This is an optimization exercise on Yosys and OpenROAD, whose aim is small area, a short achievable clock period and few clock cycles per item, not a production implementation.
The RTL was checked by simulation tests, not by an equivalence proof against the original design.

Setup of job 101:
==> flow/design.v (excerpt) <==
module bitmap_fit_allocator (
  input  logic        clk,
  input  logic        rst,
  input  logic        req_valid,
  output logic        req_ready,
  input  logic        req_action,
  input  logic [1:0]  req_algorithm,
  input  logic [10:0] req_count,
  input  logic [9:0]  req_start,
  output logic        rsp_valid,
  input  logic        rsp_ready,
  output logic [1:0]  rsp_status,
  output logic [9:0]  rsp_start,
  output logic [10:0] rsp_count,
  output logic [10:0] rsp_free
);
Size: about 13000 cells after synthesis, about 64 I/O pins, ~97000 sq um of cells after synthesis.
clock: 15.0 ns
lec_check: 0
cap_margin: 20
core_margin: 2
core_utilization: 40
setup_slack_margin: 5
slew_margin: 20
standard.sh (not shown) runs the stock make flow with config.mk's settings and CLKGATE_MAP_FILE= SYNTH_SCRIPT=/design/flow/synth_recipe.tcl, a recipe that flattens the netlist after the stock synthesis.
==> flow/flow/run.sh <==
#!/bin/bash
set -uo pipefail
WORK=$(pwd)
PLAT=${FLOW_PLATFORM:-sky130hd}
RES=orfs/results/$PLAT/bitmap_fit_allocator/base

# 1. The standard synthesis, in orfs/ where standard.sh keeps its results.
bash standard.sh synth > synth_standard.log 2>&1 || exit 1

# 2. The own synthesis, in orfs_own/, with a copy of ORFS's scripts whose abc
#    script is flow/abc_map.script.
rm -rf scripts_own
cp -r "$FLOW_HOME/scripts" scripts_own
cp flow/abc_map.script scripts_own/abc_speed.script
sed -e "s#WORK_HOME=[^ ]*#WORK_HOME=$WORK/orfs_own#" \
    -e "s#\"\${@:-finish}\"#ADDER_MAP_FILE= SCRIPTS_DIR=$WORK/scripts_own \"\${@:-finish}\"#" \
    standard.sh > standard_own.sh
RES_OWN=orfs_own/results/$PLAT/bitmap_fit_allocator/base
if bash standard_own.sh synth > synth_own.log 2>&1; then
  regs() {
    grep -oE 'sky130_fd_sc_hd__[a-z0-9]*df[a-z0-9]*_[0-9]+ +[^ (]+' "$1" | sort
  }
  regs $RES/1_2_yosys.v > regs_standard.txt
  regs $RES_OWN/1_2_yosys.v > regs_own.txt
  if [[ -s regs_standard.txt ]] && cmp -s regs_standard.txt regs_own.txt; then
    echo "registers match: using the own synthesis" > synth_choice.log
    for f in 1_2_yosys.v 1_2_yosys.sdc 1_synth.odb 1_synth.sdc; do
      cp $RES_OWN/$f $RES/$f
    done
  else
    echo "registers differ: using the standard synthesis" > synth_choice.log
    diff regs_standard.txt regs_own.txt >> synth_choice.log
  fi
else
  echo "own synthesis failed: using the standard synthesis" > synth_choice.log
fi

# 3. The rest of the standard flow, from the floorplan to the final DEF, with
#    the resizer aiming at REPAIR_MARGIN ns of setup slack (at the design's
#    clock period and constraints) instead of config.mk's SETUP_SLACK_MARGIN.
REPAIR_MARGIN=$(cat flow/repair_margin.txt)
sed -e "s#SETUP_SLACK_MARGIN=[^ ]*##" \
    -e "s#\"\${@:-finish}\"#SETUP_SLACK_MARGIN=$REPAIR_MARGIN \"\${@:-finish}\"#" \
    standard.sh > standard_layout.sh
bash standard_layout.sh > layout.log 2>&1
==> flow/flow/abc_map.script <==
strash
dch
map -B 0.9
buffer
upsize
dnsize
==> flow/flow/repair_margin.txt <==
8
Job 101 ran to completion and came out clean on the timing, DRC and antenna checks.
Testbench counts of job 101, summed over its fixed seeds: cycles 15,290, items 3,200.
[inputs] job 102 vs job 101
-- flow/flow/abc_map.script --
<<< job 101, line 4
>>> job 102, line 4
topo
==> flow/flow/repair_margin.txt <==
7
## What came out
Per the comparison of job 102 with job 101, cell area fell by 9.9%; post-layout instance count excluding filler cells lower; sequential share of layout area increased by 3.9 points relative to the old numbers. Launching element of the worst setup path = u_unit.cur[19]: job 101; launching element of the worst setup path = u_unit.lo[7]: job 102.
> inputs changed (job 102 -> job 103)
==> flow/flow/repair_margin.txt <==
7.5
--- outcome ---
- Job 102: flow completed, timing, DRC and antenna clean
- Job 103 finished end to end and its layout was clean on timing, DRC and antenna.
- Share of the final layout cell area in multi-input gates ends up higher on job 103.
- Summary of job 103 over job 102: met2 wire length moved up; setup slack on the worst flop-to-flop path moved up; deepest clock path buffer count level.

========
== red ==
Another version of the RTL of bitmap_fit_allocator (not shown whole).
For scale: roughly 10,000 cells after synthesis, roughly 64 I/O pins, ~100,000 um2 of cells after synthesis.
clock: 15.0 ns
lec_check: 0
cap_margin: 20
core_margin: 2
core_utilization: 40
setup_slack_margin: 5
slew_margin: 20
==> flow/flow/run.sh <==
#!/bin/bash
set -uo pipefail
WORK=$(pwd)
RES=orfs/results/${FLOW_PLATFORM:-sky130hd}/bitmap_fit_allocator/base

# 1. The standard synthesis, in orfs/ where standard.sh keeps its results.
bash standard.sh synth > synth_standard.log 2>&1 || exit 1

# 2. The same synthesis without the adder cell mapping, in orfs_na/.
sed -e "s#WORK_HOME=[^ ]*#WORK_HOME=$WORK/orfs_na#" \
    -e 's#"\${@:-finish}"#ADDER_MAP_FILE= "${@:-finish}"#' standard.sh > standard_na.sh
RES_NA=orfs_na/results/${FLOW_PLATFORM:-sky130hd}/bitmap_fit_allocator/base
if bash standard_na.sh synth > synth_noadder.log 2>&1; then
  regs() {
    grep -oE 'sky130_fd_sc_hd__[a-z0-9]*df[a-z0-9]*_[0-9]+ +[^ (]+' "$1" | sort
  }
  regs $RES/1_2_yosys.v > regs_standard.txt
  regs $RES_NA/1_2_yosys.v > regs_noadder.txt
  if [[ -s regs_standard.txt ]] && cmp -s regs_standard.txt regs_noadder.txt; then
    echo "registers match: using the synthesis without adder cells" > synth_choice.log
    for f in 1_2_yosys.v 1_2_yosys.sdc 1_synth.odb 1_synth.sdc; do
      cp $RES_NA/$f $RES/$f
    done
  else
    echo "registers differ: using the standard synthesis" > synth_choice.log
    diff regs_standard.txt regs_noadder.txt >> synth_choice.log
  fi
else
  echo "synthesis without adder cells failed: using the standard synthesis" > synth_choice.log
fi

# 3. The rest of the standard flow, from the floorplan to the final DEF.
bash standard.sh > layout.log 2>&1
red: no failed stages, no open violations at the end
Testbench counts of red, summed over its fixed seeds: cycles 15,290, items 3,200.
## Diff of input files: blue against red
==> flow/flow/run.sh <==
#!/bin/bash
set -uo pipefail
WORK=$(pwd)
PLAT=${FLOW_PLATFORM:-sky130hd}
RES=orfs/results/$PLAT/bitmap_fit_allocator/base

# 1. The standard synthesis, in orfs/ where standard.sh keeps its results.
bash standard.sh synth > synth_standard.log 2>&1 || exit 1

# 2. The own synthesis, in orfs_own/, with a copy of ORFS's scripts whose abc
#    script is flow/abc_map.script.
rm -rf scripts_own
cp -r "$FLOW_HOME/scripts" scripts_own
cp flow/abc_map.script scripts_own/abc_speed.script
sed -e "s#WORK_HOME=[^ ]*#WORK_HOME=$WORK/orfs_own#" \
    -e "s#\"\${@:-finish}\"#ADDER_MAP_FILE= SCRIPTS_DIR=$WORK/scripts_own \"\${@:-finish}\"#" \
    standard.sh > standard_own.sh
RES_OWN=orfs_own/results/$PLAT/bitmap_fit_allocator/base
if bash standard_own.sh synth > synth_own.log 2>&1; then
  regs() {
    grep -oE 'sky130_fd_sc_hd__[a-z0-9]*df[a-z0-9]*_[0-9]+ +[^ (]+' "$1" | sort
  }
  regs $RES/1_2_yosys.v > regs_standard.txt
  regs $RES_OWN/1_2_yosys.v > regs_own.txt
  if [[ -s regs_standard.txt ]] && cmp -s regs_standard.txt regs_own.txt; then
    echo "registers match: using the own synthesis" > synth_choice.log
    for f in 1_2_yosys.v 1_2_yosys.sdc 1_synth.odb 1_synth.sdc; do
      cp $RES_OWN/$f $RES/$f
    done
  else
    echo "registers differ: using the standard synthesis" > synth_choice.log
    diff regs_standard.txt regs_own.txt >> synth_choice.log
  fi
else
  echo "own synthesis failed: using the standard synthesis" > synth_choice.log
fi

# 3. The rest of the standard flow, from the floorplan to the final DEF.
bash standard.sh > layout.log 2>&1
==> flow/flow/abc_map.script (new file) <==
strash
dch
map -B 0.9
buffer
upsize
dnsize
==> notes.md <==
blue ended with every stage complete and zero timing, DRC or antenna violations. blue vs red — final period demand of the worst path dropped 0.27 ns. Diff red -> blue | non-clock buffer count in the final layout | down by more than a quarter. In the tables for red and blue, arrival time at the worst endpoint reads higher with red. Of red and blue, red shows the lower maximum frequency, with blue above it. Against red, die outline area in blue came out better. A master of the slowest instance on the critical path of edfxtp_1 is what blue shows, while a311oi_2 belongs to red. NOTE via count of the first global-routing pass red->blue increased by a few percent.

========
Another version of the RTL of bitmap_fit_allocator (not shown whole).
Size: roughly 13,000 cells after synthesis, ~99,000 um^2 of cells after synthesis.
Design bitmap_fit_allocator, start of the top module:
module bitmap_fit_allocator (
  input  logic        clk,
  input  logic        rst,
  input  logic        req_valid,
  output logic        req_ready,
  input  logic        req_action,
  input  logic [1:0]  req_algorithm,
  input  logic [10:0] req_count,
  input  logic [9:0]  req_start,
  output logic        rsp_valid,
  input  logic        rsp_ready,
  output logic [1:0]  rsp_status,
  output logic [9:0]  rsp_start,
  output logic [10:0] rsp_count,
  output logic [10:0] rsp_free
);
  bfa_pkg::req_t req;
  bfa_pkg::rsp_t rsp;
  assign req.action        = req_action;
  assign req.algorithm     = req_algorithm;
  assign req.cluster_count = req_count;
  assign req.start_index   = req_start;
  assign rsp_status = rsp.status;
  assign rsp_start  = rsp.granted_start;
  assign rsp_count  = rsp.granted_count;
  assign rsp_free   = rsp.free_count;
  bitmap_fit_allocator_unit u_unit (
    .clk       (clk),
    .rst       (rst),
    .req_valid (req_valid),
  ...
Settings: LEC_CHECK=0, CAP_MARGIN=20, CORE_MARGIN=2, CORE_UTILIZATION=50, SETUP_SLACK_MARGIN=5, SLEW_MARGIN=20; clock period 15.0 ns.
==> flow/flow/run.sh <==
#!/bin/bash
set -uo pipefail
WORK=$(pwd)
PLAT=${FLOW_PLATFORM:-sky130hd}
RES=orfs/results/$PLAT/bitmap_fit_allocator/base

# 1. The standard synthesis, in orfs/ where standard.sh keeps its results.
bash standard.sh synth > synth_standard.log 2>&1 || exit 1

# 2. The own synthesis, in orfs_own/, with a copy of ORFS's scripts whose abc
#    script is flow/abc_map.script.
rm -rf scripts_own
cp -r "$FLOW_HOME/scripts" scripts_own
cp flow/abc_map.script scripts_own/abc_speed.script
sed -e "s#WORK_HOME=[^ ]*#WORK_HOME=$WORK/orfs_own#" \
    -e "s#\"\${@:-finish}\"#ADDER_MAP_FILE= SCRIPTS_DIR=$WORK/scripts_own \"\${@:-finish}\"#" \
    standard.sh > standard_own.sh
RES_OWN=orfs_own/results/$PLAT/bitmap_fit_allocator/base
if bash standard_own.sh synth > synth_own.log 2>&1; then
  regs() {
    grep -oE 'sky130_fd_sc_hd__[a-z0-9]*df[a-z0-9]*_[0-9]+ +[^ (]+' "$1" | sort
  }
  regs $RES/1_2_yosys.v > regs_standard.txt
  regs $RES_OWN/1_2_yosys.v > regs_own.txt
  if [[ -s regs_standard.txt ]] && cmp -s regs_standard.txt regs_own.txt; then
    echo "registers match: using the own synthesis" > synth_choice.log
    for f in 1_2_yosys.v 1_2_yosys.sdc 1_synth.odb 1_synth.sdc; do
      cp $RES_OWN/$f $RES/$f
    done
  else
    echo "registers differ: using the standard synthesis" > synth_choice.log
    diff regs_standard.txt regs_own.txt >> synth_choice.log
  fi
else
  echo "own synthesis failed: using the standard synthesis" > synth_choice.log
fi

# 3. The rest of the standard flow, from the floorplan to the final DEF, with
#    the resizer aiming at REPAIR_MARGIN ns of setup slack (at the design's
#    clock period and constraints) instead of config.mk's SETUP_SLACK_MARGIN.
REPAIR_MARGIN=$(cat flow/repair_margin.txt)
sed -e "s#SETUP_SLACK_MARGIN=[^ ]*##" \
    -e "s#\"\${@:-finish}\"#SETUP_SLACK_MARGIN=$REPAIR_MARGIN \"\${@:-finish}\"#" \
    standard.sh > standard_layout.sh
bash standard_layout.sh > layout.log 2>&1
==> flow/flow/abc_map.script <==
strash
dch
map -B 0.9
topo
buffer
upsize
dnsize
==> flow/flow/repair_margin.txt <==
7.5
Testbench counts at the start, summed over its fixed seeds: cycles 15,290, items 3,200.
Rerun with:
==> flow/flow/abc_map.script (replaced) <==
strash
dch
map -B 0.9
buffer
upsize
dnsize
==> flow/flow/repair_margin.txt (replaced) <==
8.5
Settings changed: CORE_UTILIZATION 50 to 40.
Effect: The changed run completed without violations. Non-clock buffer count increases by 702. Wire length rises by a few percent. Clock-buffer cell count came out higher by 6.
Rerun with:
==> flow/flow/abc_map.script (replaced) <==
strash
dch
map -B 0.9
topo
buffer
upsize
dnsize
==> flow/flow/repair_margin.txt (replaced) <==
7.5
Worst hold slack degrades by 0.020 ns.
Via count went down by 5.9%.
Setup slack improves by 0.032 ns.
Synthesized cell count is unchanged.
Sequential share of layout area went up by 3.7 points.
Final area went down by 9.7%.
Count of clock-buffer cells in the layout went down by 8.
Utilization went down by 5.2 points.
Global-route usage went down by 2.8 points.
Rerun with:
==> flow/flow/repair_margin.txt (replaced) <==
7
Routed wire length came out lower by a few percent.
Die area is unchanged.
Global-route usage came out higher by 0.30 points.
Clock-buffer cell count came out higher by 12.

========
## run P
bitmap_fit_allocator, a different RTL version from the one above (not shown whole).
For scale: about 64 I/O pins.
Design bitmap_fit_allocator, start of the top module:
module bitmap_fit_allocator (
  input  logic        clk,
  input  logic        rst,
  input  logic        req_valid,
  output logic        req_ready,
  input  logic        req_action,
  input  logic [1:0]  req_algorithm,
  input  logic [10:0] req_count,
  input  logic [9:0]  req_start,
  output logic        rsp_valid,
  input  logic        rsp_ready,
  output logic [1:0]  rsp_status,
  output logic [9:0]  rsp_start,
  output logic [10:0] rsp_count,
  output logic [10:0] rsp_free
);
export LEC_CHECK = 0
export CAP_MARGIN = 20
export CORE_MARGIN = 2
export CORE_UTILIZATION = 40
export SLEW_MARGIN = 20
create_clock -name core_clock -period 15.0 [get_ports {clk}]
==> flow/flow/run.sh <==
#!/bin/bash
set -uo pipefail
WORK=$(pwd)
RES=orfs/results/${FLOW_PLATFORM:-sky130hd}/bitmap_fit_allocator/base

# 1. The standard synthesis, in orfs/ where standard.sh keeps its results.
bash standard.sh synth > synth_standard.log 2>&1 || exit 1

# 2. The same synthesis without the adder cell mapping, in orfs_na/.
sed -e "s#WORK_HOME=[^ ]*#WORK_HOME=$WORK/orfs_na#" \
    -e 's#"\${@:-finish}"#ADDER_MAP_FILE= "${@:-finish}"#' standard.sh > standard_na.sh
RES_NA=orfs_na/results/${FLOW_PLATFORM:-sky130hd}/bitmap_fit_allocator/base
if bash standard_na.sh synth > synth_noadder.log 2>&1; then
  regs() {
    grep -oE 'sky130_fd_sc_hd__[a-z0-9]*df[a-z0-9]*_[0-9]+ +[^ (]+' "$1" | sort
  }
  regs $RES/1_2_yosys.v > regs_standard.txt
  regs $RES_NA/1_2_yosys.v > regs_noadder.txt
  if [[ -s regs_standard.txt ]] && cmp -s regs_standard.txt regs_noadder.txt; then
    echo "registers match: using the synthesis without adder cells" > synth_choice.log
    for f in 1_2_yosys.v 1_2_yosys.sdc 1_synth.odb 1_synth.sdc; do
      cp $RES_NA/$f $RES/$f
    done
  else
    echo "registers differ: using the standard synthesis" > synth_choice.log
    diff regs_standard.txt regs_noadder.txt >> synth_choice.log
  fi
else
  echo "synthesis without adder cells failed: using the standard synthesis" > synth_choice.log
fi

# 3. The rest of the standard flow, from the floorplan to the final DEF.
bash standard.sh > layout.log 2>&1
Testbench counts of run P, summed over its fixed seeds: cycles 15,232, items 3,200.
Relative to run P, the following input files were edited for run D:
-- flow/config.mk --
<<< run P, line 11
>>> run D, line 11
export SETUP_SLACK_MARGIN = 5
[summary]
Post-place setup slack was higher in run D than in run P. Comparing the two runs side by side, run D comes out ahead of run P on post-layout worst setup margin. [compare] base=run P new=run D: number of inserted filler cells in the final layout neither gained nor lost much, cell count +70. Looking at post-detailed-routing wire length, run D sits above run P. Summary of the comparison: share of the core filled with cells in the final layout is higher in run D, relative to run P.

==> afterwards: timing with drivers on the ports <==
How much do the figures lean on ideal ports? The routed layouts below were timed once more, with nothing changed but the port constraints. Step 1 sets driving cells, clkbuf_16 on the clock port and buf_2 on the other inputs (assumed; they add their load-dependent delay and slew). Step 2 times the ports against the registers' clock, not the clock port: input delays grow and output delays shrink by t, the midpoint of the rising clock arrivals with the driver on. Three values: ideal ports, drivers, drivers and shift; two values: the first two.
| run | t, ns | setup WS [ns] | worst setup path at the end | clock arrival spread, ns |
|---|---|---|---|---|
| job 101 | 0.921 | 7.847 / 7.847 / 7.252 | input to register | 0.056 / 0.056 |
| job 102 | 0.942 | 7.360 / 7.360 / 6.857 | input to register | 0.123 / 0.124 |
| job 103 | 0.954 | 7.648 / 7.682 / 6.770 | input to register | 0.131 / 0.130 |
| red | 0.938 | 5.176 / 5.176 / 5.176 | register to register | 0.081 / 0.081 |
| blue | 0.916 | 5.449 / 5.449 / 5.449 | register to register | 0.069 / 0.070 |
| the first run of note 3 | 0.925 | 7.563 / 7.563 / 7.563 | register to register | 0.062 / 0.063 |
| the second run of note 3 | 0.938 | 7.687 / 7.687 / 7.687 | register to register | 0.065 / 0.065 |
| the third run of note 3 | 0.931 | 7.719 / 7.719 / 7.685 | input to register | 0.067 / 0.067 |
| the fourth run of note 3 | 0.919 | 7.287 / 7.287 / 7.287 | register to register | 0.088 / 0.087 |
| run P | 0.946 | 3.720 / 3.720 / 3.720 | register to register | 0.097 / 0.096 |
| run D | 0.941 | 5.089 / 5.089 / 5.089 | register to register | 0.081 / 0.081 |
After both steps every run listed still meets setup and hold. The setup slack of job 103, which loses most, moves by +0.034 ns with the drivers and by -0.878 ns with both steps.
